From an optimization exercise on the open Yosys and OpenROAD flow, aimed at a short achievable clock period and few clock cycles; shortcuts taken in it are not production practice. The RTL was checked by simulation tests, not by an equivalence proof against the original design. No activity file was given, so power comes from the tool's default toggle rates.

Setup of build 56:
==> flow/design.v (excerpt) <==
module rv_core (
  input  logic          clk,
  input  logic          rst,
  output rv_pkg::word_t imem_addr,
  input  rv_pkg::word_t imem_data,
  output logic          wb_cyc,
  output logic          wb_stb,
  output logic          wb_we,
  output rv_pkg::word_t wb_adr,
  output rv_pkg::word_t wb_dat_w,
  output logic [3:0]    wb_sel,
  input  rv_pkg::word_t wb_dat_r,
  input  logic          wb_ack
);
  rv_pkg::word_t pc;
  logic          d_valid, d_btb;
  rv_pkg::word_t d_ir, d_pc;
  logic [31:0]   d_rs1_sel, d_rs2_sel;  
  localparam int BN = 4;
  logic          b_valid [BN];
  logic [29:0]   b_tag [BN], b_tgt [BN];
  logic [1:0]    b_next;
  logic          e_valid;
  rv_pkg::word_t e_a, e_b, e_s, e_alt;
  logic [4:0]    e_rd;
  logic          e_we, e_ldw, e_load, e_store, e_byte, e_br, e_jalr, e_pred;
  logic [2:0]    e_f3;
  logic [9:0]    e_op;
  logic          e_inv;
  logic          c_valid, c_we, c_byte, c_wen;
  logic [29:0]   c_adr;
  logic [3:0]    c_sel;
  rv_pkg::word_t c_dat;
  logic [4:0]    c_rd;
  logic [1:0]    c_off;
  localparam int QN = 4;
  localparam int QB = 2;
  logic [QB-1:0] q_rp, q_wp;
  logic [QB:0]   q_cnt;
  logic          q_we [QN], q_byte [QN], q_pw [QN];
  logic [29:0]   q_adr [QN];
  logic [3:0]    q_sel [QN];
  rv_pkg::word_t q_dat [QN];
  logic [4:0]    q_rd [QN];
  logic [1:0]    q_off [QN];
  logic          l_valid, l_byte;
  logic [4:0]    l_rd;
  logic [1:0]    l_off;
  rv_pkg::word_t l_raw;
  assign imem_addr = pc;
  assign wb_cyc = c_valid;
  assign wb_stb = c_valid;
  assign wb_we = c_we;
  assign wb_adr = {c_adr, 2'b00};
  assign wb_sel = c_sel;
  assign wb_dat_w = c_dat;
  logic [6:0] opc;
  logic [2:0] f3;
  logic [4:0] rs1, rs2, rd;
  logic is_reg, is_imm, is_load, is_store, is_br, is_lui, is_auipc, is_jal, is_jalr;
  logic uses_rs1, uses_rs2, wr_rd, alt_sub, pred;
  rv_pkg::word_t imm_i, imm_s, imm_b, imm_u, imm_j, imm, tgt, pc4_d;
  logic [9:0] op_f3, op;
  logic inv;
  assign opc = d_ir[6:0];
  assign f3 = d_ir[14:12];
  assign rd = d_ir[11:7];
  assign rs1 = d_ir[19:15];
  assign rs2 = d_ir[24:20];
  assign is_reg   = opc == rv_pkg::OP_REG;
  assign is_imm   = opc == rv_pkg::OP_IMM;
  ...
For scale: ~9700 cells after synthesis, roughly 2000 flip-flops, about 100000 um2 of cells after synthesis.
clock: 16.0 ns
lec_check: 0
cap_margin: 20
cell_pad_in_sites_detail_placement: 1
cell_pad_in_sites_global_placement: 2
core_margin: 2
core_utilization: 40
slew_margin: 20
standard.sh (not shown) runs the stock make flow with config.mk's settings and CLKGATE_MAP_FILE= SYNTH_SCRIPT=/design/flow/synth_recipe.tcl, a recipe that flattens the netlist after the stock synthesis.
==> flow/flow/run.sh <==
#!/bin/bash
set -euo pipefail
bash standard.sh SETUP_SLACK_MARGIN=11.5 finish > standard_flow.log 2>&1
Testbench counts of build 56, summed over its fixed seeds: cycles 5,828.
### build 56 -> build 27
--- a/flow/config.mk
+++ b/flow/config.mk
@@ -12 +12 @@
-export CORE_UTILIZATION = 40
+export CORE_UTILIZATION = 30
Re count of distinct cell types in the synthesized netlist: no difference whatsoever between build 27 and build 56.
Area growth from synthesis to layout for build 27: 1.2 points up relative to build 56
Critical-path cell with the highest stage delay = dfrtp_1: build 27; critical-path cell with the highest stage delay = dfrtp_4: build 56
Post-placement setup slack: build 27 vs build 56 down 510 ps
Diff build 56 -> build 27: part of the cycle the worst path needs roughly the same, end-of-flow core utilization lower.
When build 27 is set beside build 56, its setup slack turns out to be 23 ps smaller.
#### Input delta (build 13 over build 27)
==> flow/flow/run.sh <==
#!/bin/bash
set -euo pipefail
bash standard.sh SETUP_SLACK_MARGIN=12 finish > standard_flow.log 2>&1
## What came out
Compared with build 27, final instance area in build 13 increased by a few percent. [compare] base=build 27 new=build 13: slew at the pin closest to its max-slew limit shows an increase of 91 ps, minimum clock period shows an increase of 78 ps. Build 13 — maximum clock skew at final layout 23 ps higher, build 27 as reference. Routed wire length, build 13 vs build 27: up by a few percent. Comparing buffering overhead for build 27 and build 13, the smaller number came from build 27. Net switching power: build 13 worse than build 27. Net count of the finished layout was lower in the run labelled build 27. The higher worst-case setup margin in the final layout of build 27 and build 13 is in build 27. Die area: build 13 vs build 27 identical.
The following lists how build 53 was set up differently from build 13:
==> flow/flow/run.sh <==
#!/bin/bash
set -euo pipefail
bash standard.sh SETUP_SLACK_MARGIN=11.5 finish > standard_flow.log 2>&1
--- a/flow/config.mk
+++ b/flow/config.mk
@@ -12 +12 @@
-export CORE_UTILIZATION = 30
+export CORE_UTILIZATION = 50
Notes after the runs:
Count of cells along the worst register-to-register path is lower on build 53. Re share of cell area taken by multi-input logic gates: build 53 and build 13 aren't equal, and the higher value belongs to build 53. Maximum clock frequency: build 53 > build 13. Comparing share of the clock period used by the worst path for build 53 and build 13, the bigger number came from build 13. [build 53] latest clock arrival within the worst-skew pair fell 80 ps relative to build 13. Of the two candidates, build 13 has the worse final setup slack of the worst path and build 53 the better one. Launch point of the worst path: c_valid$_DFFE_PP0N_ -> build 53, pc[14]$_DFFE_PP0P_ -> build 13. NOTE: clock group share of total power in build 53 falls short of that of build 13. Compared with build 13, build 53 shows a synthesis-to-finish area growth that is 7.4 points lower. Core utilization on build 53 is up relative to build 13.

## port drivers added, routing unchanged
Ports are ideal in the flow. The routed layouts listed here were re-timed in OpenROAD.
Step 1 (the two cells are an assumption about what drives the block):
set clk [get_ports {clk}]
set_driving_cell -lib_cell sky130_fd_sc_hd__clkbuf_16 $clk
set_driving_cell -lib_cell sky130_fd_sc_hd__buf_2 [delete_from_list [all_inputs] $clk]
Step 2 moves the port delays by t, midway between the first and last clock arrival at a register: inputs arrive t later, outputs are due t later. That takes back most of the time a late clock gives input paths.
Three values: ideal, step 1, step 2; two values: the first two.
run | t (ns) | setup WS [ns] | clock arrival spread, ns | slew at the worst register clock pin (ns)
build 56 | 1.005 | 11.183 / 11.077 / 10.400 | 0.082 / 0.082 | 0.08 / 0.08
build 27 | 1.063 | 11.160 / 11.050 / 10.401 | 0.090 / 0.090 | 0.07 / 0.07
build 13 | 1.070 | 11.082 / 10.975 / 10.437 | 0.117 / 0.118 | 0.07 / 0.07
build 53 | 1.008 | 11.171 / 11.070 / 10.516 | 0.064 / 0.064 | 0.08 / 0.08
After both steps every run listed still meets setup and hold. For build 56, which loses most, drivers alone change the setup slack by -0.106 ns; drivers and shift together by -0.783 ns.
